This is an optimization exercise on Yosys and OpenROAD, whose aim is small area and a short achievable clock period, not a production implementation. At most, simulation tests tie the RTL to the original design; equivalence was not proved. Function not checked in run 1: the RTL went through the layout flow alone.

==> flow/design.v, too long to show whole: its modules and the start of the top module <==
// module csa_fa: 10 lines
// module csa_ha: 9 lines
// module iq_upconverter: 1096 lines
module iq_upconverter (
  input  logic        clk,
  input  logic        rstn,
  input  logic        en,
  input  logic [11:0] i_data,
  input  logic [11:0] q_data,
  output logic        if_valid,
  output logic [11:0] if_data
);
  // ...
==> flow/flow/run.sh <==
#!/bin/bash
# Layout: the standard ORFS flow (standard.sh), with two changes:
#  - the port buffers are sky130_fd_sc_hd__buf_4 cells instead of the
#    resizer's default choice (a delay cell);
#  - the repair steps may resize a cell to any drive strength, not only to a
#    cell with the same footprint.
# The output of each tool goes to the ORFS logs under orfs/logs; make's own
# output goes to standard.log here.
set -euo pipefail
bash standard.sh MATCH_CELL_FOOTPRINT=0 \
  "BUFFER_PORTS_ARGS=-buffer_cell sky130_fd_sc_hd__buf_4" \
  finish > standard.log 2>&1
==> flow/standard.sh <==
#!/bin/bash
# synth_recipe.tcl (not shown) runs the flow's synth.tcl, then flattens the netlist and writes it again
# the make line also repeats each setting of config.mk as NAME=value (left out here)
make -C /OpenROAD-flow-scripts/flow DESIGN_CONFIG=/design/flow/config.mk WORK_HOME=/design/flow/orfs CLKGATE_MAP_FILE= SYNTH_SCRIPT=/design/flow/synth_recipe.tcl "${@:-finish}"
==> flow/config.mk <==
export PLATFORM = sky130hd
export DESIGN_NAME = iq_upconverter
export DESIGN_NICKNAME = iq_upconverter
export VERILOG_FILES = /design/flow/design.v
export SDC_FILE = /design/flow/constraint.sdc
export NUM_CORES = 4
export LEC_CHECK = 0
export CAP_MARGIN = 20
export CORE_MARGIN = 2
export CORE_UTILIZATION = 40
export CTS_BUF_LIST = sky130_fd_sc_hd__clkbuf_4 sky130_fd_sc_hd__clkbuf_8
export PLACE_DENSITY = 0.75
export SETUP_SLACK_MARGIN = 3.45
export SLEW_MARGIN = 20
export SYNTH_HIERARCHICAL = 1
==> flow/constraint.sdc <==
create_clock -name core_clock -period 6.0 [get_ports {clk}]
set_input_delay 1.2000 -clock core_clock [delete_from_list [all_inputs] [get_ports {clk}]]
set_output_delay 1.2000 -clock core_clock [all_outputs]
set_load 0.01 [all_outputs]
==> impl_metrics.toml, run 1 <==
[detailed_routing]
met2_length_mm = 12.7
drc = 0
wl_met1_mm = 12.0
first_pass_iters = 7

[synthesis]
synth-compound-area-share_pct = 14.2
yosys.area_share.simple_pct = 3.63
synthCells = 970
synth_top_cell_area_share_pct = 24.0
synth.area.top_cells = "dfxtp_1 24%, fa_1 23%, xnor2_1 13%"
ys_seq_area_share_pct = 34.3
yosysTopAreaCell = "dfxtp_1"
synth_area_um2 = 11000

[layout]
final_common_cell = "xnor2_1"
stdcell_count = 1327
nNetsFinal = 1163

[global_route]
grt.busiest_layer = "met2"
grt.total_usage_pct = 19.3
grt_pass1_wl_mm = 42.6
grt.overflow.total = 0

[timing]
worstMarginPinSlew_ns = 0.912
setup_violations = 0
rsz0062_at_grt = "true"

[clock_tree]
clkTransAtPathRegs_ns = 0.11
clk_latency_ns = 0.49
htree_levels = 4
hold_buffers = 0
clock-sinks = 177
cts_buffer_depth = 2

[setup_path]
crit_arrival_ns = 3.01
crit_path_end = "if_data[7]"

[worst_hold_path]
hold_path_class = "reg2reg"
min_path_cells = 0

[place]
dp_hpwl_mm = 19.0

[status]
status = "finished clean"

[die]
rows = 60
==> run 2, diff against run 1 <==
--- a/flow/design.v
+++ b/flow/design.v
@@ -474,16 +474,40 @@
   logic hs139;
   logic hc139;
   logic fs140;
   logic fc140;
   logic hs141;
   logic hc141;
   logic hs142;
   logic hc142;
+  logic hs143;
+  logic hc143;
+  logic hs144;
+  logic hc144;
+  logic hs145;
+  logic hc145;
+  logic hs146;
+  logic hc146;
+  logic hs147;
+  logic hc147;
+  logic hs148;
+  logic hc148;
+  logic hs149;
+  logic hc149;
+  logic hs150;
+  logic hc150;
+  logic hs151;
+  logic hc151;
+  logic hs152;
+  logic hc152;
+  logic hs153;
+  logic hc153;
+  logic hs154;
+  logic hc154;
   logic s1_0_0;
   logic s1_0_1;
   logic s1_1_0;
   logic s1_2_0;
   logic s1_2_1;
   logic s1_2_2;
   logic s1_3_0;
   logic s1_3_1;
@@ -977,16 +1001,28 @@
   csa_ha u_ha137 (.a(fc123), .b(fs124), .s(hs137), .co(hc137));
   csa_fa u_fa138 (.a(fs114), .b(fc124), .c(fs125), .s(fs138), .co(fc138));
   csa_ha u_ha139 (.a(fc125), .b(fs126), .s(hs139), .co(hc139));
   csa_fa u_fa140 (.a(fc115), .b(fs116), .c(fc126), .s(fs140), .co(fc140));
   csa_ha u_ha141 (.a(fc116), .b(fs117), .s(hs141), .co(hc141));
   csa_ha u_ha142 (.a(fc103), .b(fs104), .s(hs142), .co(hc142));
   logic [10:0] lowsum;
   assign lowsum = {1'b0, hs133, hs132, hs131, hs130, fc119, fs119, fs105, fs83, s1_1_0, s1_0_0} + {1'b0, hc132, hc131, hc130, hc129, hs129, 1'b0, 1'b0, 1'b0, 1'b0, s1_0_1};
+  csa_ha u_ha143 (.a(s2_10_0), .b(s2_10_1), .s(hs143), .co(hc143));
+  csa_ha u_ha144 (.a(s2_11_0), .b(s2_11_1), .s(hs144), .co(hc144));
+  csa_ha u_ha145 (.a(s2_12_0), .b(s2_12_1), .s(hs145), .co(hc145));
+  csa_ha u_ha146 (.a(s2_13_0), .b(s2_13_1), .s(hs146), .co(hc146));
+  csa_ha u_ha147 (.a(s2_14_0), .b(s2_14_1), .s(hs147), .co(hc147));
+  csa_ha u_ha148 (.a(s2_15_0), .b(s2_15_1), .s(hs148), .co(hc148));
+  csa_ha u_ha149 (.a(s2_16_0), .b(s2_16_1), .s(hs149), .co(hc149));
+  csa_ha u_ha150 (.a(s2_17_0), .b(s2_17_1), .s(hs150), .co(hc150));
+  csa_ha u_ha151 (.a(s2_18_0), .b(s2_18_1), .s(hs151), .co(hc151));
+  csa_ha u_ha152 (.a(s2_19_0), .b(s2_19_1), .s(hs152), .co(hc152));
+  csa_ha u_ha153 (.a(s2_20_0), .b(s2_20_1), .s(hs153), .co(hc153));
+  csa_ha u_ha154 (.a(s2_21_0), .b(s2_21_1), .s(hs154), .co(hc154));
   always_ff @(posedge clk) begin
     s1_0_0 <= pp1_0_0;
     s1_0_1 <= fs0;
     s1_1_0 <= fs51;
     s1_2_0 <= fc51;
     s1_2_1 <= fs1;
     s1_2_2 <= fs2;
     s1_3_0 <= fs52;
@@ -1100,18 +1136,18 @@
     s2_20_1 <= hs142;
     s2_21_0 <= fs118;
     s2_21_1 <= hc142;
     s2_22_0 <= fs128;
     s2_23_0 <= s1_23_0;
     s2_23_1 <= fc128;
   end
   logic [23:0] ra, rb;
-  assign ra = {s2_23_0, s2_22_0, s2_21_0, s2_20_0, s2_19_0, s2_18_0, s2_17_0, s2_16_0, s2_15_0, s2_14_0, s2_13_0, s2_12_0, s2_11_0, s2_10_0, 1'b0, 1'b0, 1'b0, 1'b0, 1'b0, 1'b0, 1'b0, 1'b0, 1'b0, 1'b0};
-  assign rb = {s2_23_1, 1'b0, s2_21_1, s2_20_1, s2_19_1, s2_18_1, s2_17_1, s2_16_1, s2_15_1, s2_14_1, s2_13_1, s2_12_1, s2_11_1, s2_10_1, 1'b0, 1'b0, 1'b0, 1'b0, 1'b0, 1'b0, 1'b0, 1'b0, 1'b0, 1'b0};
+  assign ra = {s2_23_0, s2_22_0, hs154, hs153, hs152, hs151, hs150, hs149, hs148, hs147, hs146, hs145, hs144, s2_10_2, 1'b0, 1'b0, 1'b0, 1'b0, 1'b0, 1'b0, 1'b0, 1'b0, 1'b0, 1'b0};
+  assign rb = {s2_23_1, hc154, hc153, hc152, hc151, hc150, hc149, hc148, hc147, hc146, hc145, hc144, hc143, hs143, 1'b0, 1'b0, 1'b0, 1'b0, 1'b0, 1'b0, 1'b0, 1'b0, 1'b0, 1'b0};
   logic [23:0] fsum;
-  assign fsum = {ra[23:10] + rb[23:10] + {13'd0, s2_10_2}, 10'd0};
+  assign fsum = ra + rb;
   logic [12:0] hs;   
   assign hs = fsum[23:11];
   always_ff @(posedge clk) begin
     if_data <= (hs[12] == hs[11]) ? hs[11:0] : {hs[12], {11{~hs[12]}}};
   end
 endmodule
==> run 2 against run 1 <==
  * Final cell count grew 3.8%
  * Cell area grew 1.6%
  * Worst hold slack lost 0.0047 ns
  * Synthesized area grew 1.5%
  * Highest routed layer unchanged
  * Register-to-register slack gained 0.11 ns
  * Die area grew 1.4%
  * Utilization shrank 0.30 points
  * First-iteration DRC count grew 21%
  * Global-route usage shrank 0.15 points
==> impl_metrics.toml, run 2 <==
[status]
status = "finished clean"

[layout]
syn_to_final_growth_pct = 15.5
nFillCells = 2460
layout_common_cells = "160 x xnor2_1, 125 x dfxtp_1, 101 x fa_1"
largest_register_ffs = 12
final_cell_area_um2 = 12900
n_antenna_cell = 0
drive_gt1_share_pct = 27.0
final_common_cell = "xnor2_1"
nNetsFinal = 1188
post-route-util_pct = 46.8
top_register = "if_data"

[timing]
fin_crit_ns = 2.50
finalClockSkew_ns = 0.0238
hold_viol = 0
fin_tns_setup_ns = 0
fin_crit_sh_pct = 41.7
worstMarginPinSlew_ns = 0.931
setup_violations = 0
fmax_ghz = 0.400
relSlewSlack_pct = 38.0
rsz0062_at_grt = "false"
finalMaxSlewViolations = 0
finalWorstSetupSlack_ns = 3.50

[synthesis]
ys_types = 64
synth_top_cell_area_share_pct = 23.6
synth-seq-cells = 177
yosys_warnings = 7
synth_edf_count = 0
synth_area_um2 = 11200
ys_top_cells_by_count = "161 x xnor2_1, 132 x a22oi_1, 132 x dfxtp_1"
synth.area.top_cells = "dfxtp_1 24%, fa_1 23%, xnor2_1 13%"
ys_async_sr_fraction_pct = 25.4
synthCells = 985
synth_top_flop_cell = "dfxtp_1"
ys_seq_area_share_pct = 33.8
yosysMostFrequentCell = "xnor2_1"
yosysTopAreaCell = "dfxtp_1"
avgSynthCellArea_um2 = 11.4
synth_nets = 1186

[setup_path]
critPathMaxFanout = 6
rr_worst_depth = 9
crit_type = "reg2reg"
start_kind = "flip-flop"
required_ns = 6.38
crit_arrival_ns = 2.88
crit_path_end_kind = "flip-flop"

[clock_tree]
clock-sinks = 177
cts-root-buf = "clkbuf_8"
htree_levels = 4
cts_buffer_depth = 2
tritoncts = "built"
clkTransAtPathRegs_ns = 0.11
clk_latency_ns = 0.49
cts_buffers = 17

[flow_run]
drv_cap = 0

[detailed_routing]
first_pass_iters = 7
drt_iter0_markers = 621
drc = 0
wl_mm = 27.3
wire_per_inst_um = 19.8
vias = 7608
ant_nets = 0
routed_via_density = 5.52

[place]
place_area_um2 = 12000
port_buffers = 39
gp_congestion = 0.874
dp_hpwl_mm = 19.1
dp_slack_ns = 2.24

[global_route]
grt_pass1_vias = 7664
grt_pass1_wl_mm = 42.9
grt.total_usage_pct = 19.1
grt_max_degree = 46
antenna_found_initial = 0
grt.overflow.total = 0

[die]
dieArea_um2 = 29300
initial_core_util_pct = 40.5
rows = 61
die_h_um = 171
core_um2 = 27600
ioPinCount = 40
die_w_um = 171

[worst_hold_path]
hold_path_class = "reg2reg"
min_path_cells = 0
[run 2: changes by cell type after synthesis, sizes merged, moves of 5 or more]
cell,previous run,this run
a21oi,23,39
buf,28,36
xnor2,170,164
ha,37,48
maj3,12,3
nor2,34,29
o21ai,28,37
clkbuf,61,51
[run 2: timing repair]
item	in CTS	in global routing
setup buffers	15	12
pin swaps	18	14
hold buffers	0	0
gates resized for setup	40	24
setup endpoints to repair	49	31
hold endpoints to repair	0	0
cloned	3	1
[run 2: per-module statistics from Yosys, one instance, submodules excluded]
module          flip-flops and latches  times used
iq_upconverter                     177           1
csa_fa                               0         125
csa_ha                               0          23
[run 2: through the flow]
stage	std cells	hold slack [ns]
final	1378	0.341
after global routing	1378	0.344
after CTS	1365	0.338
after detailed placement	1315	0.315
after global placement	1315	0.312
after floorplan	985	0.310
[run 2: kinds of logic after synthesis]
group / share of synthesized area (%)
flip-flops: 33.8
multiplexers: 0.0895
AO/OA/AOI/OAI: 14.9
adder cells (fa/ha/maj): 28.2
buffers and inverters: 4.12
AND/OR/NAND/NOR: 4.32
XOR/XNOR: 14.6
[run 2: worst paths after layout]
path                          from    endpoint  slack (ns)
min                        s1_23_0     s2_23_0        0.34
min reg2reg                s1_23_0     s2_23_0        0.34
max                        s2_16_1  if_data[5]        3.50
min in group asynchronous     rstn      bo1[2]        0.69
max in group asynchronous     rstn        q[0]        4.91
max reg2reg                s2_16_1  if_data[5]        3.50
[run 2: layout make-up]
| cell class | count | area, µm² | area share (%) |
|---|---|---|---|
| tap | 378 | 473 | 3.66 |
| clock inverter | 14 | 138 | 1.07 |
| timing repair buffer | 66 | 520 | 4.03 |
| sequential | 177 | 3790 | 29.4 |
| inverter | 25 | 111 | 0.862 |
| timing repair inverter | 2 | 10.0 | 0.0775 |
| multi-input combinational | 698 | 7620 | 59.0 |
| clock buffer | 18 | 248 | 1.92 |
[run 2: routing by layer]
layer	GRT usage, %	vias to the layer above	part of all wire [%]
met5	0	-	0
li1	-	3364	-
met4	5.53	0	1.7
met3	3.61	39	5.9
met1	26.9	3908	46
met2	30.1	297	47
[run 2: worst max-delay path, stage by stage, from the launching register on]
cell and delay [ns]:
dfxtp_2 0.34, ha_4 0.27, ha_4 0.21, a21oi_2 0.16, o21ai_2 0.09, a2111o_1 0.37
a31o_1 0.24, a21o_1 0.25, and2_4 0.17, maj3_2 0.30
==> run 3, diff against run 2 <==
--- a/flow/config.mk
+++ b/flow/config.mk
@@ -10,5 +10,4 @@
 export CORE_UTILIZATION = 40
 export CTS_BUF_LIST = sky130_fd_sc_hd__clkbuf_4 sky130_fd_sc_hd__clkbuf_8
-export PLACE_DENSITY = 0.75
 export SETUP_SLACK_MARGIN = 3.45
 export SLEW_MARGIN = 20
==> run 3 against run 2 <==
  * First-iteration DRC count fell by 29%
  * Sequential share of layout area shrank 0.088 points
  * Setup slack better by 0.0048 ns
  * Non-clock buffer count unchanged
  * Critical path depth stayed put
  * Die area is the same
  * Highest routed layer unchanged
  * Wire length is 2.4% higher
  * Register-to-register slack about the same
  * Critical path type unchanged
  * Maximum frequency up 0.19%
  * Via count shrank 3.2%
  * Worst hold slack lost 0.0029 ns
==> impl_metrics.toml, run 3 <==
[clock_tree]
cts-root-buf = "clkbuf_8"
cts_buffers = 17
htree_levels = 4
cts_buffer_depth = 2
clkTransAtPathRegs_ns = 0.11
clock-sinks = 177
clk_latency_ns = 0.48
tritoncts = "built"

[setup_path]
crit_path_end_kind = "flip-flop"
rr_worst_depth = 9
crit_arrival_ns = 2.87
crit_type = "reg2reg"
critPathMaxFanout = 6
required_ns = 6.37
r2r_end = "if_data[6]"
start_kind = "flip-flop"
timing.rr.start = "s2_17_0"
reg2reg_slack_ns = 3.50

[die]
ioPinCount = 40
initial_core_util_pct = 40.5
rows = 61
die_w_um = 171
dieArea_um2 = 29300
die_h_um = 171
core_um2 = 27600

[worst_hold_path]
min_path_cells = 0
whs_endpoint = "s2_23_0"
hp-start = "s1_23_0"
hold_path_class = "reg2reg"

[synthesis]
avgSynthCellArea_um2 = 11.4
yosysMostFrequentCell = "xnor2_1"
ys_seq_area_share_pct = 33.8
ys_types = 64
synth_top_cell_area_share_pct = 23.6
synth_area_um2 = 11200
synth_edf_count = 0
yosys_warnings = 7
synth_top_flop_cell = "dfxtp_1"
synth.area.top_cells = "dfxtp_1 24%, fa_1 23%, xnor2_1 13%"
ys_top_cells_by_count = "161 x xnor2_1, 132 x a22oi_1, 132 x dfxtp_1"
synth-seq-cells = 177
ys_async_sr_fraction_pct = 25.4
synth_nets = 1186
yosysTopAreaCell = "dfxtp_1"
synthCells = 985

[timing]
hold_viol = 0
fmax_ghz = 0.400
fin_crit_ns = 2.50
fin_crit_sh_pct = 41.6
setup_violations = 0
finalClockSkew_ns = 0.0264
worstMarginPinSlew_ns = 0.953
relSlewSlack_pct = 36.5
rsz0062_at_grt = "true"
finalWorstSetupSlack_ns = 3.50
finalMaxSlewViolations = 0
fin_tns_setup_ns = 0

[global_route]
antenna_found_initial = 0
grt_pass1_vias = 7676
grt_pass1_wl_mm = 44.7
grt.overflow.total = 0
grt.total_usage_pct = 20.3
grt_max_degree = 46

[detailed_routing]
vias = 7368
drc = 0
first_pass_iters = 5
wl_mm = 28.0
ant_nets = 0
routed_via_density = 5.35
wire_per_inst_um = 20.3
drt_iter0_markers = 444

[place]
dp_slack_ns = 2.31
port_buffers = 39
dp_hpwl_mm = 19.8
gp_congestion = 0.870

[status]
status = "finished clean"

[layout]
syn_to_final_growth_pct = 15.9
drive_gt1_share_pct = 27.1
n_antenna_cell = 0
nNetsFinal = 1187
top_register = "if_data"
layout_common_cells = "159 x xnor2_1, 125 x dfxtp_1, 101 x fa_1"
largest_register_ffs = 12
final_common_cell = "xnor2_1"

[flow_run]
drv_cap = 0
-- run 3: cell type report --
class	count	area, µm²
Tap cell	378	473
Multi-Input combinational cell	698	7690
Sequential cell	177	3790
Inverter	25	111
Timing Repair inverter	1	5.00
Clock inverter	14	144
Fill cell	2585	14700
Clock buffer	18	241
Timing Repair Buffer	66	497
-- run 3: cells by family (layout without fill, tap and decap cells) --
kind of cell / after synthesis / after routing / share of synthesized area, %
compound gates: 240 / 241 / 14.9
xor+xnor: 182 / 182 / 14.6
fa+ha+maj: 177 / 177 / 28.2
buf+inv: 112 / 124 / 4.12
flops: 177 / 177 / 33.8
mux: 1 / 1 / 0.0895
simple gates: 96 / 97 / 4.32
-- run 3: metrics by stage --
step / area (µm²) / utilization [%] / hold WS (ns) / instances
2_1_floorplan: 11800 / - / 0.310 / 985
3_3_place_gp: 12000 / 43.3 / 0.312 / 1315
3_5_place_dp: 12000 / 43.3 / 0.315 / 1315
4_1_cts: 12700 / 46.0 / 0.342 / 1365
5_1_grt: 13000 / 46.9 / 0.354 / 1377
6_report: 13000 / 46.9 / 0.338 / 1377
-- run 3: worst max-delay path: stages (launching register included) --
cell and delay, ns:
dfxtp_1 0.33, ha_1 0.34, ha_4 0.26, nand2_1 0.09, o21ai_2 0.07, a2111o_1 0.36, a31o_1 0.23, a21o_1 0.25
and2_4 0.19, maj3_2 0.29
-- run 3: layer usage --
layer	wire, µm	vias up	global-route usage, %
met2	13400	199	33.1
met1	13000	3784	28.3
li1	-	3360	-
met5	0	-	0
met3	1120	25	2.74
met4	378	0	5.78
-- run 3: repair_timing --
action	in CTS	in global routing
setup buffers	15	12
pin swaps	17	9
hold buffers	0	0
gates cloned	3	0
setup endpoints to repair	49	36
endpoints found under the hold margin	0	0
gates resized for setup	41	30
-- run 3: worst max-delay path by stage --
stage                          from          to  slack (ns)  cells after the start
after floorplan           q_data[3]      s1_8_3        3.31                      5
after global placement           en      bn0[4]        2.32                      8
after detailed placement         en      bn0[4]        2.31                      8
after CTS                        en      bn0[4]        3.45                      9
after global routing        s2_10_1  if_data[0]        3.39                     10
final                       s2_17_0  if_data[6]        3.50                      9
-- run 3: per-module statistics from Yosys, one instance, submodules excluded --
module | times used | flip-flops and latches | cell area, µm²
csa_fa | 125 | 0 | 20.0
csa_ha | 23 | 0 | 12.5
iq_upconverter | 1 | 177 | 8390
==> run 4, diff against run 3 <==
--- a/flow/config.mk
+++ b/flow/config.mk
@@ -6,4 +6,5 @@
 export NUM_CORES = 4
 export LEC_CHECK = 0
+export ABC_AREA = 1
 export CAP_MARGIN = 20
 export CORE_MARGIN = 2
==> run 4 against run 3 <==
  * Still clean on timing, DRC and antenna
  * Final cell count is 9.2% higher
  * Count of clock-buffer cells in the layout is 1 higher
  * Synthesized area is 0.68% higher
  * Setup slack worse by 0.038 ns
  * Global-route usage is 0.39 points higher
  * Highest routed layer unchanged
==> impl_metrics.toml, run 4 <==
[status]
status = "finished clean"

[detailed_routing]
drc = 0
ant_nets = 0
wire_per_inst_um = 19.2
drt_iter0_markers = 747
vias = 7765
routed_via_density = 5.17
first_pass_iters = 6
wl_mm = 28.9

[die]
die_w_um = 172
ioPinCount = 40
dieArea_um2 = 29500
core_um2 = 27800
initial_core_util_pct = 40.5
die_h_um = 172
rows = 61

[layout]
n_antenna_cell = 0
top_register = "if_data"
largest_register_ffs = 12
nNetsFinal = 1313
syn_to_final_growth_pct = 13.4
drive_gt1_share_pct = 20.3
layout_common_cells = "170 x nand2_1, 156 x xor2_1, 132 x dfxtp_1"
final_common_cell = "nand2_1"
final_cell_area_um2 = 12800

[setup_path]
r2r_end = "s2_10_2"
start_kind = "input port"
reg2reg_slack_ns = 3.53
critPathMaxFanout = 12
crit_path_end_kind = "flip-flop"
crit_type = "in2reg"
crit_arrival_ns = 2.87
required_ns = 6.34
rr_worst_depth = 11
timing.rr.start = "s1_2_0"

[worst_hold_path]
min_path_cells = 0
hold_path_class = "reg2reg"
whs_endpoint = "s2_23_0"
hp-start = "s1_23_0"

[global_route]
grt.total_usage_pct = 20.7
grt_pass1_wl_mm = 45.5
grt_pass1_vias = 7808
grt_max_degree = 46
grt.overflow.total = 0
antenna_found_initial = 0

[clock_tree]
cts_buffer_depth = 2
tritoncts = "built"
htree_levels = 4
clkTransAtPathRegs_ns = 0.11
cts_buffers = 17
clock-sinks = 177
clk_latency_ns = 0.47
cts-root-buf = "clkbuf_8"

[timing]
fmax_ghz = 0.394
fin_tns_setup_ns = 0
fin_crit_sh_pct = 42.3
fin_crit_ns = 2.54
finalMaxSlewViolations = 0
hold_viol = 0
rsz0062_at_grt = "true"
finalClockSkew_ns = 0.0188
worstMarginPinSlew_ns = 0.943
relSlewSlack_pct = 37.2
holdWs_ns = 0.338
setup_violations = 0
finalWorstSetupSlack_ns = 3.46

[synthesis]
synth_edf_count = 0
avgSynthCellArea_um2 = 10.0
synthCells = 1122
synth_area_um2 = 11300
ys_async_sr_fraction_pct = 25.4
synth_top_flop_cell = "dfxtp_1"
ys_seq_area_share_pct = 33.6
yosys_warnings = 7
synth-seq-cells = 177
yosysTopAreaCell = "dfxtp_1"
ys_top_cells_by_count = "170 x nand2_1, 158 x xor2_1, 133 x o22ai_1"
yosysMostFrequentCell = "nand2_1"
synth.area.top_cells = "dfxtp_1 23%, fa_1 22%, xor2_1 12%"
synth_nets = 1323
ys_types = 44
synth_top_cell_area_share_pct = 23.5

[place]
port_buffers = 39
place_area_um2 = 12300
dp_slack_ns = 2.98
dp_hpwl_mm = 22.5
gp_congestion = 0.913

[flow_run]
drv_cap = 0
==> run 4: routing by layer <==
layer  vias to the layer above  part of all wire (%)  GRT usage [%]
met5                         -                     0              0
met3                        31                   6.9           3.84
li1                       3630                     -              -
met1                      3811                    47           30.4
met2                       293                    45           31.5
met4                         0                   1.8           4.86
==> run 4: worst max-delay path: stages <==
cell and delay (ns):
buf_4 0.08, clkinv_2 0.19, o22ai_2 0.24, xor2_1 0.22
fa_2 0.49, fa_1 0.43
==> run 4: metrics by stage <==
stage	std cells	util (%)
floorplan	1122	-
global placement	1469	44.3
detailed placement	1469	44.3
CTS	1501	45.7
global route	1503	45.9
finish	1503	45.9
==> run 4: worst max-delay path by stage <==
| stage | depth (start not counted) | slack [ns] | start | to |
|---|---|---|---|---|
| global route | 11 | 3.36 | s1_2_0 | s2_10_2 |
| global placement | 6 | 3.01 | i_data[11] | s1_11_3 |
| finish | 6 | 3.46 | i_data[8] | s1_9_0 |
| CTS | 11 | 3.29 | s1_2_0 | s2_10_2 |
| floorplan | 6 | 3.27 | q_data[4] | s1_6_2 |
| detailed placement | 6 | 2.98 | i_data[8] | s1_9_3 |
==> run 4: what timing repair did <==
item / CTS / global route
gates resized for setup: 3 / 14
cloned: 0 / 1
setup buffers: 0 / 1
pin swaps: 0 / 3
setup endpoints to repair: 4 / 23
hold buffers: 0 / 0
==> run 4: Yosys stat by module (local to each module, per instance) <==
module          flip-flops and latches  cell area, µm²
csa_ha                               0            12.5
iq_upconverter                     177            8470
csa_fa                               0            20.0
==> run 4: cell families after synthesis <==
family | after synthesis | synth area share (%)
AOI/OAI and AO/OA | 184 | 10.2
DFF | 177 | 33.6
buffers and inverters | 174 | 6.10
and+or+nand+nor | 243 | 9.01
adders and majority gates | 174 | 27.7
xor gates and xnor gates | 170 | 13.4
==> run 4: area by class of cell <==
type | count | area, µm²
fill | 2661 | 15000
multi-input combinational | 772 | 7250
tap | 378 | 473
timing repair buffer | 40 | 300
clock inverter | 13 | 134
clock buffer | 19 | 255
sequential | 177 | 3790
inverter | 104 | 562
==> run 5, diff against run 4 <==
--- a/flow/config.mk
+++ b/flow/config.mk
@@ -6,5 +6,4 @@
 export NUM_CORES = 4
 export LEC_CHECK = 0
-export ABC_AREA = 1
 export CAP_MARGIN = 20
 export CORE_MARGIN = 2
@@ -14,2 +13,3 @@
 export SLEW_MARGIN = 20
 export SYNTH_HIERARCHICAL = 1
+export TNS_END_PERCENT = 10
==> run 5 against run 4 <==
  * Still clean on timing, DRC and antenna
  * Setup slack worse by 0.047 ns
  * Clock skew up 0.00082 ns
  * Flip-flop and latch count unchanged
==> impl_metrics.toml, run 5 <==
[synthesis]
synth.area.top_cells = "dfxtp_1 24%, fa_1 23%, xnor2_1 13%"
ys_types = 64
synthMuxAreaShare_pct = 0.0895
synth_top_flop_cell = "dfxtp_1"
synth_xor_area_share_pct = 14.6
synth_edf_count = 0
synth-seq-cells = 177
synth_area_um2 = 11200
synth-compound-area-share_pct = 14.9
avgSynthCellArea_um2 = 11.4
yosys.area_share.simple_pct = 4.32
ys_top_cells_by_count = "161 x xnor2_1, 132 x a22oi_1, 132 x dfxtp_1"
yosys_warnings = 7
ys_seq_area_share_pct = 33.8
synthCells = 985
ys_async_sr_fraction_pct = 25.4
synth_nets = 1186
synth_top_family_by_area = "adder cells"
yosysMostFrequentCell = "xnor2_1"
synth_top_cell_area_share_pct = 23.6
yosysTopAreaCell = "dfxtp_1"
synth-adder-area-share_pct = 28.2

[detailed_routing]
first_pass_iters = 5
drc = 0
wl_mm = 27.5
vias = 7269
wire_per_inst_um = 20.1
drt_iter0_markers = 403
ant_nets = 0
routed_via_density = 5.31

[setup_path]
required_ns = 6.38
timing.rr.start = "s2_20_0"
crit_start = "s2_20_0"
cp_slowest_cell = "a2111o_1"
start_kind = "flip-flop"
slowest_delay_ns = 0.40
reg2reg_slack_ns = 3.42
crit_type = "reg2reg"
crit_chain = "ha_4, ha_4, a21oi_2, nor2_1, a2111o_1, a31o_1, a21o_1, and2_4, maj3_1"
cp_common_cell = "ha_4"
crit_path_end_kind = "flip-flop"
crit_arrival_ns = 2.96
critPathMaxFanout = 5

[layout]
drive_gt1_share_pct = 21.4
seq_area_um2 = 3780
final_cell_area_um2 = 12700
largest_register_ffs = 12
final_common_cell = "xnor2_1"
multi_input_area_um2 = 7410
nFillCells = 2592
layout_common_cells = "160 x xnor2_1, 132 x dfxtp_1, 119 x fa_1"
syn_to_final_growth_pct = 13.2
top_register = "if_data"
nNetsFinal = 1178

[clock_tree]
cts_buffer_depth = 2
htree_levels = 4
clk_latency_ns = 0.48
hold_buffers = 0
cts_buffers = 17
tritoncts = "built"
cts-root-buf = "clkbuf_8"
clkTransAtPathRegs_ns = 0.11
clock-sinks = 177

[worst_hold_path]
hold_path_class = "reg2reg"
hp-start = "s1_23_0"

[place]
dp_slack_ns = 2.49
dp_hpwl_mm = 19.8
gp_congestion = 0.853
port_buffers = 39
place_area_um2 = 11900

[die]
ioPinCount = 40
die_h_um = 171
rows = 61
core_um2 = 27600
dieArea_um2 = 29300
die_w_um = 171
initial_core_util_pct = 40.5

[global_route]
grt.overflow.total = 0
grt_pass1_vias = 7642
grt.total_usage_pct = 19.9
antenna_found_initial = 1
grt_max_degree = 46
grt_pass1_wl_mm = 43.8

[status]
status = "finished clean"

[timing]
fin_crit_sh_pct = 43.0
hold_viol = 0
fin_tns_setup_ns = 0
finalWorstSetupSlack_ns = 3.42
fin_crit_ns = 2.58
worstMarginPinSlew_ns = 0.913
finalClockSkew_ns = 0.0196
setup_violations = 0
fmax_ghz = 0.387
relSlewSlack_pct = 39.1
finalMaxSlewViolations = 0
rsz0062_at_grt = "true"

[flow_run]
drv_cap = 0
==> run 5: cell families after synthesis <==
logic type | after synthesis
buffers and inverters | 112
XOR/XNOR | 182
AND/OR/NAND/NOR | 96
AO/OA/AOI/OAI | 240
multiplexers | 1
flip-flops | 177
adder cells (fa/ha/maj) | 177
==> run 5: stage by stage <==
stage          utilization, %  std cells  hold slack [ns]
6_report                 45.8       1369            0.338
5_1_grt                  45.8       1369            0.358
3_5_place_dp             42.9       1317            0.316
3_3_place_gp             42.9       1317            0.313
2_1_floorplan               -        985            0.310
4_1_cts                  45.4       1362            0.341
==> run 5: final timing paths <==
check	endpoint	cells after the start
worst max-delay path	if_data[5]	9
worst min-delay path	s2_23_0	0
worst max register to register	if_data[5]	9
worst min register to register	s2_23_0	0
max in group asynchronous	q[0]	1
min in group asynchronous	bn0[4]	1
==> run 5: worst max-delay path: cells and delay by family, from the launching register on <==
family          cells  cell delay, ns
compound gates      4            1.02
fa+ha+maj           3            0.80
flops               1            0.39
simple gates        2            0.27
==> run 5: timing repair <==
action / CTS / global route
setup endpoints to repair: 45 / 33
pin swaps: 11 / 2
setup buffers: 11 / 5
cloned: 2 / 1
resized for setup: 40 / 11
hold endpoints to repair: 0 / 0
==> run 5: cell type report <==
class | instances | share of cell area (%)
antenna | 1 | 0.0198
clock buffer | 18 | 1.96
clock inverter | 14 | 1.30
inverter | 25 | 0.919
multi-input combinational | 697 | 58.6
sequential | 177 | 29.9
tap | 378 | 3.74
timing repair buffer | 57 | 3.54
timing repair inverter | 2 | 0.0791
==> run 5: per-layer routing <==
metal,global-route usage (%),part of all wire (%),vias to the layer above
li1,-,-,3342
met1,27.8,48,3719
met2,31.4,46,177
met3,3.91,4.4,31
met4,5.71,1.7,0
met5,0,0,-
==> run 5: modules after synthesis, one instance, submodules excluded <==
| module | area, µm² | flip-flops and latches | times used |
|---|---|---|---|
| csa_ha | 12.5 | 0 | 23 |
| iq_upconverter | 8390 | 177 | 1 |
| csa_fa | 20.0 | 0 | 125 |
==> run 6, diff against run 5 <==
--- a/flow/config.mk
+++ b/flow/config.mk
@@ -10,6 +10,6 @@
 export CORE_UTILIZATION = 40
 export CTS_BUF_LIST = sky130_fd_sc_hd__clkbuf_4 sky130_fd_sc_hd__clkbuf_8
+export PLACE_DENSITY = 0.85
 export SETUP_SLACK_MARGIN = 3.45
 export SLEW_MARGIN = 20
 export SYNTH_HIERARCHICAL = 1
-export TNS_END_PERCENT = 10
==> run 6 against run 5 <==
  * Critical path depth stayed put
  * Still clean on timing, DRC and antenna
  * Highest routed layer unchanged
  * Critical endpoint unchanged
  * Worst hold slack about the same
==> impl_metrics.toml, run 6 <==
[place]
gp_congestion = 0.902
port_buffers = 39
numPlacedInstances = 1315
place_area_um2 = 12000
dp_hpwl_mm = 19.3

[synthesis]
yosys_warnings = 7
yosysTopAreaCell = "dfxtp_1"
synth-compound-area-share_pct = 14.9
synth_edf_count = 0
ys_seq_area_share_pct = 33.8
ys_top_cells_by_count = "161 x xnor2_1, 132 x a22oi_1, 132 x dfxtp_1"
avgSynthCellArea_um2 = 11.4
synth_xor_area_share_pct = 14.6
synthMuxAreaShare_pct = 0.0895
synth_area_um2 = 11200
yosys.area_share.simple_pct = 4.32
yosysMostFrequentCell = "xnor2_1"
ys_async_sr_fraction_pct = 25.4
ys_types = 64
synth_top_family_by_area = "adder cells"
synth_top_flop_cell = "dfxtp_1"
synth.area.top_cells = "dfxtp_1 24%, fa_1 23%, xnor2_1 13%"
synth-adder-area-share_pct = 28.2
synth-seq-cells = 177
synth_nets = 1186
synth_top_cell_area_share_pct = 23.6
synthCells = 985

[global_route]
grt_pass1_wl_mm = 43.5
grt_max_degree = 46
grt_pass1_vias = 7898
grt.overflow.total = 0
antenna_found_initial = 0
grt.total_usage_pct = 19.2

[layout]
stdcell_count = 1382
final_cell_area_um2 = 13000
final_common_cell = "xnor2_1"
post-route-util_pct = 47.2
syn_to_final_growth_pct = 16.7
layout_common_cells = "160 x xnor2_1, 122 x dfxtp_1, 101 x fa_1"
top_register = "if_data"
nNetsFinal = 1192
largest_register_ffs = 12
nFillCells = 2374
drive_gt1_share_pct = 28.1
n_antenna_cell = 0

[timing]
fmax_ghz = 0.394
finalClockSkew_ns = 0.0214
rsz0062_at_grt = "true"
finalMaxSlewViolations = 0
worstMarginPinSlew_ns = 0.869
relSlewSlack_pct = 42.1
fin_crit_sh_pct = 42.3
fin_crit_ns = 2.54
hold_viol = 0
fin_tns_setup_ns = 0
setup_violations = 0

[worst_hold_path]
hold_path_class = "reg2reg"
whs_endpoint = "s2_23_0"
hp-start = "s1_23_0"
min_path_cells = 0

[die]
die_w_um = 171
rows = 61
die_h_um = 171
dieArea_um2 = 29300
initial_core_util_pct = 40.5
ioPinCount = 40
core_um2 = 27600

[clock_tree]
tritoncts = "built"
clkTransAtPathRegs_ns = 0.11
clk_latency_ns = 0.49
cts_buffer_depth = 2
htree_levels = 4
cts_buffers = 17
clock-sinks = 177
hold_buffers = 0
cts-root-buf = "clkbuf_8"

[setup_path]
rr_worst_depth = 9
critPathMaxFanout = 6
reg2reg_slack_ns = 3.46
crit_path_end_kind = "flip-flop"
r2r_end = "if_data[5]"
start_kind = "flip-flop"
required_ns = 6.38
crit_arrival_ns = 2.92
timing.rr.start = "s2_16_1"
crit_type = "reg2reg"

[detailed_routing]
wl_mm = 28.0
wire_per_inst_um = 20.2
drt_iter0_markers = 738
first_pass_iters = 8
vias = 7752
drc = 0
routed_via_density = 5.61
ant_nets = 0

[status]
status = "finished clean"

[flow_run]
drv_cap = 0
[run 6: changes by cell type in the layout (fill, tap and decap cells not counted), moves of 3 or more]
cell and delta:
ha_1 -7, clkinv_4 +4, ha_4 +7, a22oi_2 +14, a22oi_1 -14, buf_4 +15, fa_2 +18, dfxtp_2 +10
inv_6 -5, dfxtp_1 -10, fa_1 -18, nor2_2 +3
[run 6: through the flow]
step                      hold WS (ns)  setup WS, ns
after CTS                        0.338          3.45
after global placement           0.312          2.20
final                            0.338          3.46
after global routing             0.356          3.41
after detailed placement         0.312          2.21
after floorplan                  0.310          3.31
[run 6: modules after synthesis (local to each module, per instance)]
module          cells  flops+latches  copies in the design  cell area, µm²
csa_ha              1              0                    23            12.5
csa_fa              1              0                   125            20.0
iq_upconverter    837            177                     1            8390
[run 6: cell type report]
cell class / instances / area [µm²] / area share, %
tap: 378 / 473 / 3.62
multi-input combinational: 698 / 7700 / 59.1
timing repair inverter: 2 / 10.0 / 0.0767
inverter: 25 / 109 / 0.834
clock inverter: 14 / 168 / 1.29
timing repair buffer: 70 / 538 / 4.12
sequential: 177 / 3800 / 29.1
clock buffer: 18 / 248 / 1.90
[run 6: kinds of logic (layout without fill, tap and decap cells)]
kind of cell / Yosys count / after routing
mux: 1 / 1
xor+xnor: 182 / 182
buf+inv: 112 / 129
fa+ha+maj: 177 / 177
compound gates: 240 / 241
flops: 177 / 177
simple gates: 96 / 97
[run 6: layer usage]
metal,track usage [%],share of wire (%),up-vias,wire length (µm)
met1,25.6,41,3887,11500
met3,4.26,8.4,70,2340
met4,6.56,2.7,0,758
li1,-,-,3380,-
met5,0,0,-,0
met2,31.0,48,415,13400
[run 6: repair_timing]
| item | 4_1_cts | 5_1_grt |
|---|---|---|
| pin swaps | 22 | 19 |
| setup endpoints to repair | 49 | 37 |
| resized for setup | 46 | 28 |
| setup buffers | 15 | 16 |
| hold endpoints to repair | 0 | 0 |
| cloned | 3 | 1 |
[run 6: worst max-delay path, stage by stage (launching register included)]
cell	delay, ns
dfxtp_2	0.35
ha_4	0.25
ha_4	0.25
a21oi_2	0.15
o21ai_2	0.08
a2111o_1	0.37
a31o_1	0.23
a21o_1	0.25
and2_4	0.17
maj3_1	0.34
[run 6: worst max-delay path by stage]
| stage | startpoint | to | cells past startpoint |
|---|---|---|---|
| floorplan | q_data[3] | s1_8_3 | 5 |
| global placement | en | bn0[4] | 8 |
| detailed placement | en | bn0[4] | 8 |
| CTS | s2_21_0 | if_data[5] | 9 |
| global route | s2_16_1 | if_data[5] | 9 |
| finish | s2_16_1 | if_data[5] | 9 |
==> run 7, diff against run 6 <==
--- a/flow/config.mk
+++ b/flow/config.mk
@@ -10,6 +10,7 @@
 export CORE_UTILIZATION = 40
 export CTS_BUF_LIST = sky130_fd_sc_hd__clkbuf_4 sky130_fd_sc_hd__clkbuf_8
-export PLACE_DENSITY = 0.85
+export PLACE_DENSITY = 0.75
 export SETUP_SLACK_MARGIN = 3.45
 export SLEW_MARGIN = 20
 export SYNTH_HIERARCHICAL = 1
+export TNS_END_PERCENT = 50
==> run 7 against run 6 <==
  * Highest routed layer unchanged
  * Clock skew up 0.0015 ns
  * Critical path type is now in2reg
  * First-iteration DRC count fell by 16%
  * Global-route usage is 0.093 points lower
==> impl_metrics.toml, run 7 <==
[synthesis]
synth_top_flop_cell = "dfxtp_1"
yosysTopAreaCell = "dfxtp_1"
synth_nets = 1186
ys_top_cells_by_count = "161 x xnor2_1, 132 x a22oi_1, 132 x dfxtp_1"
synthCells = 985
avgSynthCellArea_um2 = 11.4
ys_types = 64
ys_seq_area_share_pct = 33.8
yosysMostFrequentCell = "xnor2_1"
synth_edf_count = 0
ys_async_sr_fraction_pct = 25.4
synth_area_um2 = 11200
yosys_warnings = 7
synth.area.top_cells = "dfxtp_1 24%, fa_1 23%, xnor2_1 13%"
synth-seq-cells = 177
synth_top_cell_area_share_pct = 23.6

[clock_tree]
cts-root-buf = "clkbuf_8"
tritoncts = "built"
hold_buffers = 0
cts_buffers = 17
htree_levels = 4
clock-sinks = 177
cts_buffer_depth = 2
clkTransAtPathRegs_ns = 0.11
clk_latency_ns = 0.49

[setup_path]
slowest_delay_ns = 0.67
rr_worst_depth = 9
path_delay_family = "adder cells"
crit_type = "in2reg"
crit_buf_inv = 1
crit_start = "i_data[10]"
crit_path_end_kind = "flip-flop"
critPathMaxFanout = 12
crit_arrival_ns = 2.86
cp_num_cells = 5
cp_slowest_cell = "fa_1"
crit_chain = "buf_4, a22oi_2, xnor2_1, fa_1, fa_2"
start_kind = "input port"
timing.rr.start = "q[0]"
required_ns = 6.36

[die]
core_um2 = 27600
die_h_um = 171
initial_core_util_pct = 40.5
rows = 61
die_w_um = 171
dieArea_um2 = 29300
ioPinCount = 40

[global_route]
grt.overflow.total = 0
grt_max_degree = 46
grt_pass1_wl_mm = 42.5
antenna_found_initial = 0
grt_pass1_vias = 7550
grt.total_usage_pct = 19.1

[detailed_routing]
wire_per_inst_um = 19.6
drt_iter0_markers = 622
routed_via_density = 5.47
ant_nets = 0
wl_mm = 27.2
drc = 0
first_pass_iters = 5
vias = 7581

[worst_hold_path]
min_path_cells = 0
hold_path_class = "reg2reg"
hp-start = "s1_23_0"

[layout]
layout_common_cells = "160 x xnor2_1, 127 x dfxtp_1, 103 x fa_1"
top_register = "if_data"
drive_gt1_share_pct = 26.9
nNetsFinal = 1196
n_antenna_cell = 0
largest_register_ffs = 12
final_common_cell = "xnor2_1"
syn_to_final_growth_pct = 15.8
nFillCells = 2461
stdcell_count = 1386

[timing]
fin_tns_setup_ns = 0
hold_viol = 0
finalClockSkew_ns = 0.0228
finalMaxSlewViolations = 0
fin_crit_ns = 2.51
worstMarginPinSlew_ns = 0.916
rsz0062_at_grt = "true"
fin_crit_sh_pct = 41.8
fmax_ghz = 0.399
finalWorstSetupSlack_ns = 3.49
setup_violations = 0
relSlewSlack_pct = 38.9

[flow_run]
drv_cap = 0

[status]
status = "finished clean"

[place]
numPlacedInstances = 1316
dp_hpwl_mm = 19.4
dp_slack_ns = 2.46
port_buffers = 39
gp_congestion = 0.868
[run 7: changes by cell type in the layout (fill, tap and decap cells not counted), moves of 3 or more]
cell | previous run | this run
dfxtp_1 | 122 | 127
ha_4 | 14 | 10
ha_1 | 32 | 35
nand3_1 | 1 | 4
dfxtp_2 | 10 | 5
nor2_1 | 21 | 24
nor2_2 | 7 | 4
inv_6 | 2 | 5
[run 7: cell families after synthesis]
family | count (synthesis) | share of synthesized area, %
buffers and inverters | 112 | 4.12
AO/OA/AOI/OAI | 240 | 14.9
multiplexers | 1 | 0.0895
AND/OR/NAND/NOR | 96 | 4.32
XOR/XNOR | 182 | 14.6
flip-flops | 177 | 33.8
adder cells (fa/ha/maj) | 177 | 28.2
[run 7: metal layers]
metal	share of wire, %	vias up	track usage (%)
li1	-	3376	-
met1	43	3815	26.2
met2	47	335	30.3
met3	7.4	55	3.87
met4	2.6	0	6.56
met5	0	-	0
[run 7: per-module statistics from Yosys (local to each module, per instance)]
module / area [µm²] / cells inside
csa_fa: 20.0 / 1
csa_ha: 12.5 / 1
iq_upconverter: 8390 / 837
[run 7: final cells by class]
type / instances / area (µm²) / area share (%)
clock inverter: 13 / 135 / 1.04
inverter: 25 / 109 / 0.840
timing repair inverter: 2 / 12.5 / 0.0966
sequential: 177 / 3790 / 29.3
tap: 378 / 473 / 3.65
multi-input combinational: 698 / 7580 / 58.5
clock buffer: 19 / 262 / 2.02
timing repair buffer: 74 / 584 / 4.51
[run 7: worst paths after layout]
path,to,slack (ns)
max,s1_10_3,3.49
min,s2_23_0,0.33
max reg2reg,bn1[3],3.51
min reg2reg,s2_23_0,0.33
max in group asynchronous,q[0],4.90
min in group asynchronous,bo0[5],0.70
[run 7: metrics by stage]
step                hold slack, ns  util (%)  instance area [µm²]
floorplan                    0.310         -                11800
global placement             0.313      43.3                12000
detailed placement           0.312      43.3                12000
CTS                          0.325      45.9                12700
global route                 0.333      46.9                13000
finish                       0.326      46.9                13000
[run 7: what timing repair did]
item | CTS | global route
pin swaps | 13 | 13
setup endpoints to repair | 47 | 30
resized for setup | 34 | 27
gates cloned | 3 | 1
setup buffers | 19 | 15
==> run 8, diff against run 7 <==
--- a/flow/config.mk
+++ b/flow/config.mk
@@ -10,7 +10,7 @@
 export CORE_UTILIZATION = 40
 export CTS_BUF_LIST = sky130_fd_sc_hd__clkbuf_4 sky130_fd_sc_hd__clkbuf_8
+export GPL_TIMING_DRIVEN = 0
 export PLACE_DENSITY = 0.75
 export SETUP_SLACK_MARGIN = 3.45
 export SLEW_MARGIN = 20
 export SYNTH_HIERARCHICAL = 1
-export TNS_END_PERCENT = 50
==> run 8 against run 7 <==
  * Cell area increased by 3.4%
  * First-iteration DRC count decreased by 16%
  * Sequential share of layout area decreased by 0.99 points
==> impl_metrics.toml, run 8 <==
[timing]
setup_violations = 0
fin_crit_ns = 2.59
finalMaxSlewViolations = 0
holdWs_ns = 0.338
relSlewSlack_pct = 56.9
finalClockSkew_ns = 0.0143
rsz0062_at_grt = "true"
fmax_ghz = 0.386
fin_crit_sh_pct = 43.2
worstMarginPinSlew_ns = 0.647
fin_tns_setup_ns = 0
hold_viol = 0

[place]
place_area_um2 = 12500
port_buffers = 39
dp_hpwl_mm = 21.8
gp_congestion = 0.941

[synthesis]
synth_nets = 1186
avgSynthCellArea_um2 = 11.4
ys_seq_area_share_pct = 33.8
synth_area_um2 = 11200
synth.area.top_cells = "dfxtp_1 24%, fa_1 23%, xnor2_1 13%"
synth_edf_count = 0
ys_async_sr_fraction_pct = 25.4
ys_types = 64
yosys_warnings = 7
synth-seq-cells = 177
synth_top_cell_area_share_pct = 23.6
synth_top_flop_cell = "dfxtp_1"
yosysTopAreaCell = "dfxtp_1"
synthCells = 985
ys_top_cells_by_count = "161 x xnor2_1, 132 x a22oi_1, 132 x dfxtp_1"
yosysMostFrequentCell = "xnor2_1"

[setup_path]
crit_arrival_ns = 3.00
start_kind = "flip-flop"
path_delay_family = "compound AO/OA/AOI/OAI gates"
crit_chain = "ha_4, and2_4, fa_2, a211oi_4, nor2_2, a41oi_2, o21ai_2, xor2_4, nand3_4, a21oi_2"
required_ns = 6.41
slowest_delay_ns = 0.38
crit_type = "reg2reg"
critPathMaxFanout = 5
crit_path_end_kind = "flip-flop"
cp_slowest_cell = "fa_2"
crit_buf_inv = 0

[global_route]
grt_max_degree = 46
antenna_found_initial = 0
grt.overflow.total = 0
grt_pass1_wl_mm = 43.4
grt_pass1_vias = 7931
grt.total_usage_pct = 19.4

[clock_tree]
cts_buffers = 17
clkTransAtPathRegs_ns = 0.11
tritoncts = "built"
hold_buffers = 0
clock-sinks = 177
clk_latency_ns = 0.47
htree_levels = 4
cts_buffer_depth = 2
cts-root-buf = "clkbuf_8"

[layout]
largest_register_ffs = 12
final_cell_area_um2 = 13400
nFillCells = 2491
layout_common_cells = "159 x xnor2_1, 127 x dfxtp_1, 101 x fa_1"
nNetsFinal = 1255
drive_gt1_share_pct = 29.3
syn_to_final_growth_pct = 19.8
final_common_cell = "xnor2_1"
n_antenna_cell = 0
top_register = "if_data"

[detailed_routing]
vias = 7609
wl_mm = 27.4
first_pass_iters = 5
routed_via_density = 5.27
wire_per_inst_um = 18.9
drc = 0
drt_iter0_markers = 520
ant_nets = 0

[worst_hold_path]
hold_path_class = "reg2reg"

[die]
initial_core_util_pct = 40.5
core_um2 = 27600
dieArea_um2 = 29300
die_w_um = 171
ioPinCount = 40
rows = 61
die_h_um = 171

[status]
status = "finished clean"

[flow_run]
drv_cap = 0
==> run 8: cell counts after synthesis <==
No cell type changed its count.
==> run 8: worst register-to-register path, stage by stage, from the launching register on <==
cell and delay (ns):
dfxtp_2 0.35, ha_4 0.23, and2_4 0.15, fa_2 0.38
a211oi_4 0.26, nor2_2 0.08, a41oi_2 0.23, o21ai_2 0.15
xor2_4 0.35, nand3_4 0.20, a21oi_2 0.16
==> run 8: logic make-up after synthesis <==
kind of cell / after synthesis / synth area share, %
buf+inv: 112 / 4.12
xor+xnor: 182 / 14.6
simple gates: 96 / 4.32
flops: 177 / 33.8
compound gates: 240 / 14.9
mux: 1 / 0.0895
fa+ha+maj: 177 / 28.2
==> run 8: metrics by stage <==
step / setup slack [ns] / util, % / instances
after detailed placement: 2.98 / 45.4 / 1402
final: 3.41 / 48.5 / 1445
after global placement: 3.00 / 45.4 / 1402
after floorplan: 3.31 / - / 985
after global routing: 3.32 / 48.5 / 1445
after CTS: 3.43 / 47.7 / 1442
==> run 8: modules after synthesis (local to each module, per instance) <==
module / cell area [µm²] / times used / cells / flops+latches
csa_fa: 20.0 / 125 / 1 / 0
csa_ha: 12.5 / 23 / 1 / 0
iq_upconverter: 8390 / 1 / 837 / 177
==> run 8: worst paths after layout <==
path	from	end	slack, ns	depth (start not counted)
setup / recovery	s2_10_1	if_data[7]	3.41	10
hold / removal	s1_23_0	s2_23_0	0.34	0
setup reg to reg	s2_10_1	if_data[7]	3.41	10
hold reg to reg	s1_23_0	s2_23_0	0.34	0
max in group asynchronous	rstn	q[0]	4.89	1
min in group asynchronous	rstn	bo1[4]	0.71	1
==> run 8: area by class of cell <==
| class | count | area (µm²) | share of cell area (%) |
|---|---|---|---|
| Sequential cell | 177 | 3790 | 28.3 |
| Timing Repair Buffer | 48 | 364 | 2.72 |
| Clock inverter | 13 | 156 | 1.17 |
| Clock buffer | 19 | 262 | 1.95 |
| Tap cell | 378 | 473 | 3.53 |
| Buffer | 87 | 619 | 4.62 |
| Multi-Input combinational cell | 698 | 7630 | 57.0 |
| Inverter | 25 | 98.8 | 0.738 |
==> run 8: routing by layer <==
metal	routed length [µm]	track usage [%]
met5	0	0
met4	524	5.45
met3	1350	3.04
met2	13200	32.0
met1	12300	26.5
==> run 8: what timing repair did <==
item / in CTS / in global routing
pin swaps: 12 / 9
cloned: 1 / 1
setup buffers: 7 / 2
gates resized for setup: 54 / 52
setup endpoints to repair: 80 / 42
==> run 9, diff against run 8 <==
--- a/flow/config.mk
+++ b/flow/config.mk
@@ -10,5 +10,5 @@
 export CORE_UTILIZATION = 40
 export CTS_BUF_LIST = sky130_fd_sc_hd__clkbuf_4 sky130_fd_sc_hd__clkbuf_8
-export GPL_TIMING_DRIVEN = 0
+export GPL_ROUTABILITY_DRIVEN = 0
 export PLACE_DENSITY = 0.75
 export SETUP_SLACK_MARGIN = 3.45
==> run 9 against run 8 <==
  * Largest cell class unchanged
  * Critical path depth is the same
  * Count of clock-buffer cells in the layout shrank 2
==> impl_metrics.toml, run 9 <==
[synthesis]
ys_types = 64
synthCells = 985
yosysMostFrequentCell = "xnor2_1"
synth-compound-area-share_pct = 14.9
synth_xor_area_share_pct = 14.6
synth_top_cell_area_share_pct = 23.6
avgSynthCellArea_um2 = 11.4
ys_top_cells_by_count = "161 x xnor2_1, 132 x a22oi_1, 132 x dfxtp_1"
synth_edf_count = 0
synth_nets = 1186
synth_top_flop_cell = "dfxtp_1"
yosys.area_share.simple_pct = 4.32
synth-seq-cells = 177
synth.area.top_cells = "dfxtp_1 24%, fa_1 23%, xnor2_1 13%"
synth_area_um2 = 11200
synthMuxAreaShare_pct = 0.0895
ys_seq_area_share_pct = 33.8
synth_top_family_by_area = "adder cells"
synth-adder-area-share_pct = 28.2
yosysTopAreaCell = "dfxtp_1"
ys_async_sr_fraction_pct = 25.4
yosys_warnings = 7

[timing]
fmax_ghz = 0.393
relSlewSlack_pct = 38.3
hold_viol = 0
fin_crit_ns = 2.54
setup_violations = 0
worstMarginPinSlew_ns = 0.926
fin_crit_sh_pct = 42.4
fin_tns_setup_ns = 0
finalClockSkew_ns = 0.0289
rsz0062_at_grt = "true"
finalMaxSlewViolations = 0

[setup_path]
r2r_end = "if_data[10]"
crit_type = "reg2reg"
reg2reg_slack_ns = 3.46
crit_start = "s2_18_0"
crit_arrival_ns = 2.91
required_ns = 6.37
critPathMaxFanout = 6
timing.rr.start = "s2_18_0"
crit_path_end = "if_data[10]"
rr_worst_depth = 10
start_kind = "flip-flop"
crit_path_end_kind = "flip-flop"

[die]
die_w_um = 171
ioPinCount = 40
core_um2 = 27600
dieArea_um2 = 29300
initial_core_util_pct = 40.5
rows = 61
die_h_um = 171

[place]
dp_hpwl_mm = 19.3
place_area_um2 = 12000
port_buffers = 39

[layout]
n_antenna_cell = 0
final_cell_area_um2 = 12900
largest_register_ffs = 12
nNetsFinal = 1191
layout_common_cells = "160 x xnor2_1, 128 x dfxtp_1, 101 x fa_1"
drive_gt1_share_pct = 26.6
top_register = "if_data"
syn_to_final_growth_pct = 15.6
final_common_cell = "xnor2_1"

[global_route]
antenna_found_initial = 0
grt.overflow.total = 0
grt_pass1_wl_mm = 42.7
grt.total_usage_pct = 19.0
grt_pass1_vias = 7697
grt_max_degree = 46

[detailed_routing]
drc = 0
vias = 7624
drt_iter0_markers = 809
wl_mm = 27.7
wire_per_inst_um = 20.0
first_pass_iters = 5
ant_nets = 0
routed_via_density = 5.52

[clock_tree]
cts_buffers = 17
tritoncts = "built"
clkTransAtPathRegs_ns = 0.12
clk_latency_ns = 0.49
clock-sinks = 177
cts_buffer_depth = 2
htree_levels = 4
cts-root-buf = "clkbuf_8"

[flow_run]
drv_cap = 0

[status]
status = "finished clean"

[worst_hold_path]
hold_path_class = "reg2reg"
run 9: changes by cell type in the layout (fill, tap and decap cells not counted), sizes merged, moves of 2 or more:
cell and delta:
clkinv +7, clkinvlp +3, buf -27, inv -5
clkbuf -43, o22ai +2
run 9: worst min path at each step:
stage | start | to | slack (ns) | cells past startpoint
after CTS | s1_23_0 | s2_23_0 | 0.34 | 0
after global placement | s1_23_0 | s2_23_0 | 0.31 | 0
after global routing | s1_23_0 | s2_23_0 | 0.35 | 0
after detailed placement | s1_23_0 | s2_23_0 | 0.31 | 0
after floorplan | s1_23_0 | s2_23_0 | 0.31 | 0
final | s1_23_0 | s2_23_0 | 0.34 | 0
run 9: cells by family after synthesis:
logic type | after synthesis
compound gates | 240
xor+xnor | 182
fa+ha+maj | 177
flops | 177
buf+inv | 112
simple gates | 96
mux | 1
run 9: layout make-up:
class,count,area [µm²]
Sequential cell,177,3790
Inverter,25,111
Timing Repair Buffer,67,504
Clock buffer,17,234
Clock inverter,15,180
Fill cell,2481,14700
Multi-Input combinational cell,700,7620
Tap cell,378,473
Timing Repair inverter,2,10.0
run 9: stage by stage:
stage / hold slack (ns) / setup WS (ns) / utilization [%] / instances
after detailed placement: 0.314 / 2.29 / 43.3 / 1315
after global routing: 0.350 / 3.35 / 46.8 / 1381
final: 0.343 / 3.46 / 46.8 / 1381
after global placement: 0.311 / 2.34 / 43.3 / 1315
after CTS: 0.343 / 3.42 / 45.8 / 1360
after floorplan: 0.310 / 3.31 / - / 985
run 9: worst max-delay path, cell delays in order, from the launching register on:
cell and delay, ns:
dfxtp_1 0.33, ha_1 0.34, ha_4 0.26, a21oi_1 0.13
o21ai_1 0.11, a2111o_1 0.36, a31o_1 0.22, a21o_1 0.20
buf_4 0.17, a21oi_4 0.24, a21oi_1 0.07
run 9: metal layers:
layer  wire length (µm)  share of wire, %  up-vias  global-route usage (%)
met5                  0                 0        -                       0
met4                554               2.0        0                    5.71
met3               1880               6.8       54                    3.57
met2              13200                48      372                    30.5
met1              12100                44     3829                    26.3
li1                   -                 -     3369                       -
run 9: modules after synthesis, one instance, submodules excluded:
module | flops+latches | copies in the design | cells inside
iq_upconverter | 177 | 1 | 837
csa_ha | 0 | 23 | 1
csa_fa | 0 | 125 | 1
run 9: timing repair:
item | in CTS | in global routing
gates resized for setup | 31 | 26
pin swaps | 19 | 13
gates cloned | 3 | 3
setup endpoints to repair | 49 | 35
setup buffers | 10 | 18
hold buffers | 0 | 0
==> run 10, diff against run 9 <==
--- a/flow/config.mk
+++ b/flow/config.mk
@@ -6,9 +6,9 @@
 export NUM_CORES = 4
 export LEC_CHECK = 0
+export ABC_CLOCK_PERIOD_IN_PS = 2500
 export CAP_MARGIN = 20
 export CORE_MARGIN = 2
 export CORE_UTILIZATION = 40
 export CTS_BUF_LIST = sky130_fd_sc_hd__clkbuf_4 sky130_fd_sc_hd__clkbuf_8
-export GPL_ROUTABILITY_DRIVEN = 0
 export PLACE_DENSITY = 0.75
 export SETUP_SLACK_MARGIN = 3.45
==> run 10 against run 9 <==
  * Worst hold slack lost 0.0026 ns
  * Cell area is essentially flat
  * Flip-flop and latch count is the same
  * Still clean on timing, DRC and antenna
  * Critical endpoint is now if_data[5]
  * Highest routed layer unchanged
  * Wire length shrank 1.4%
==> impl_metrics.toml, run 10 <==
[clock_tree]
clock-sinks = 177
htree_levels = 4
hold_buffers = 0
cts_buffers = 17
clkTransAtPathRegs_ns = 0.11
cts_buffer_depth = 2
clk_latency_ns = 0.49

[detailed_routing]
first_pass_iters = 7
drc = 0
routed_via_density = 5.52
vias = 7608
wl_mm = 27.3
ant_nets = 0
drt_iter0_markers = 621

[timing]
worstMarginPinSlew_ns = 0.931
fin_tns_setup_ns = 0
fin_crit_sh_pct = 41.7
fmax_ghz = 0.400
finalMaxSlewViolations = 0
relSlewSlack_pct = 38.0
rsz0062_at_grt = "false"
fin_crit_ns = 2.50
holdWs_ns = 0.341
finalClockSkew_ns = 0.0238

[global_route]
grt_max_degree = 46
antenna_found_initial = 0
grt_pass1_wl_mm = 42.9
grt.overflow.total = 0
grt_pass1_vias = 7664
grt.total_usage_pct = 19.1

[die]
core_um2 = 27600
ioPinCount = 40
rows = 61
die_w_um = 171
initial_core_util_pct = 40.5
dieArea_um2 = 29300

[flow_run]
drv_cap = 0

[synthesis]
ys_types = 64
synth_edf_count = 0
yosys_warnings = 7
ys_top_cells_by_count = "161 x xnor2_1, 132 x a22oi_1, 132 x dfxtp_1"
synth-seq-cells = 177
synth_top_cell_area_share_pct = 23.6
avgSynthCellArea_um2 = 11.4
ys_async_sr_fraction_pct = 25.4
synth_top_flop_cell = "dfxtp_1"
synth_nets = 1186
synth.area.top_cells = "dfxtp_1 24%, fa_1 23%, xnor2_1 13%"
ys_seq_area_share_pct = 33.8
synthCells = 985

[layout]
top_register = "if_data"
nNetsFinal = 1188
drive_gt1_share_pct = 27.0
layout_common_cells = "160 x xnor2_1, 125 x dfxtp_1, 101 x fa_1"
final_common_cell = "xnor2_1"
stdcell_count = 1378
syn_to_final_growth_pct = 15.5
largest_register_ffs = 12

[setup_path]
start_kind = "flip-flop"
required_ns = 6.38
critPathMaxFanout = 6
crit_path_end_kind = "flip-flop"
crit_arrival_ns = 2.88
crit_type = "reg2reg"

[place]
dp_hpwl_mm = 19.1
port_buffers = 39

[status]
status = "finished clean"
[run 10: changes by cell type in the layout (fill, tap and decap cells not counted), sizes merged]
cell and delta:
o22ai -1, inv +1, a21oi -1, clkinv -2
[run 10: cells by family after synthesis]
group	after synthesis	share of synthesized area (%)
AND/OR/NAND/NOR	96	4.32
XOR/XNOR	182	14.6
flip-flops	177	33.8
multiplexers	1	0.0895
buffers and inverters	112	4.12
AO/OA/AOI/OAI	240	14.9
adder cells (fa/ha/maj)	177	28.2
[run 10: final cells by class]
| type | count | area (µm²) |
|---|---|---|
| Fill cell | 2460 | 14700 |
| Multi-Input combinational cell | 698 | 7620 |
| Sequential cell | 177 | 3790 |
| Timing Repair Buffer | 66 | 520 |
| Tap cell | 378 | 473 |
| Clock buffer | 18 | 248 |
| Clock inverter | 14 | 138 |
| Inverter | 25 | 111 |
| Timing Repair inverter | 2 | 10.0 |
[run 10: modules after synthesis, one instance, submodules excluded]
module          area, µm²  cells  copies in the design  flip-flops and latches
csa_ha               12.5      1                    23                       0
iq_upconverter       8390    837                     1                     177
csa_fa               20.0      1                   125                       0
[run 10: final timing paths]
check	startpoint	endpoint	slack (ns)	depth (start not counted)
min in group asynchronous	rstn	bo1[2]	0.69	1
hold / removal	s1_23_0	s2_23_0	0.34	0
max in group asynchronous	rstn	q[0]	4.91	1
hold reg to reg	s1_23_0	s2_23_0	0.34	0
setup reg to reg	s2_16_1	if_data[5]	3.50	9
setup / recovery	s2_16_1	if_data[5]	3.50	9
[run 10: critical path, cell delays in order, from the launching register on]
cell	delay, ns
dfxtp_2	0.34
ha_4	0.27
ha_4	0.21
a21oi_2	0.16
o21ai_2	0.09
a2111o_1	0.37
a31o_1	0.24
a21o_1	0.25
and2_4	0.17
maj3_2	0.30
[run 10: layer usage]
| metal | vias to the layer above | share of wire (%) | GRT usage (%) |
|---|---|---|---|
| met4 | 0 | 1.7 | 5.53 |
| met1 | 3908 | 46 | 26.9 |
| li1 | 3364 | - | - |
| met2 | 297 | 47 | 30.1 |
| met5 | - | 0 | 0 |
| met3 | 39 | 5.9 | 3.61 |
[run 10: stage by stage]
stage	cell area, µm²	util (%)	worst slack (ns)
finish	12900	46.8	3.50
global route	12900	46.8	3.42
CTS	12700	45.8	3.46
detailed placement	12000	43.3	2.24
global placement	12000	43.3	2.28
floorplan	11800	-	3.31
[run 10: repair_timing]
| item | CTS | global route |
|---|---|---|
| pin swaps | 18 | 14 |
| buffers inserted | 15 | 12 |
| setup endpoints to repair | 49 | 31 |
| cloned | 3 | 1 |
| gates resized for setup | 40 | 24 |

## afterwards: timing with drivers on the ports
How much do the figures lean on ideal ports? The routed layouts below were timed once more, with nothing changed but the port constraints. Step 1: set_driving_cell puts a clkbuf_16 on clk and a buf_2 on each other input, an assumption about the parent block. Step 2, shift: input delay + t, output delay - t, t = (earliest + latest rising clock arrival at the registers) / 2. This alone moves slack from input paths to output paths. a / b / c = no drivers / after step 1 / after step 2; a / b = the first two.
run	t (ns)	setup WS [ns]	worst hold slack (ns)	worst setup path at the end
run 1	0.527	3.391 / 3.391 / 3.006	0.345 / 0.345 / 0.345	input to register
run 2	0.520	3.497 / 3.497 / 2.988	0.341 / 0.341 / 0.341	input to register
run 3	0.507	3.502 / 3.502 / 3.005	0.338 / 0.338 / 0.338	input to register
run 4	0.504	3.464 / 3.483 / 2.979	0.338 / 0.338 / 0.338	input to register
run 5	0.522	3.418 / 3.418 / 3.027	0.338 / 0.338 / 0.338	input to register
run 6	0.515	3.461 / 3.461 / 2.964	0.338 / 0.338 / 0.338	input to register
run 7	0.519	3.494 / 3.507 / 2.988	0.326 / 0.326 / 0.326	input to register
run 8	0.503	3.409 / 3.409 / 2.971	0.338 / 0.338 / 0.338	input to register
run 9	0.514	3.459 / 3.459 / 2.970	0.343 / 0.343 / 0.343	input to register
run 10	0.520	3.497 / 3.497 / 2.988	0.341 / 0.341 / 0.341	input to register
After both steps setup and hold are still met in every run listed.
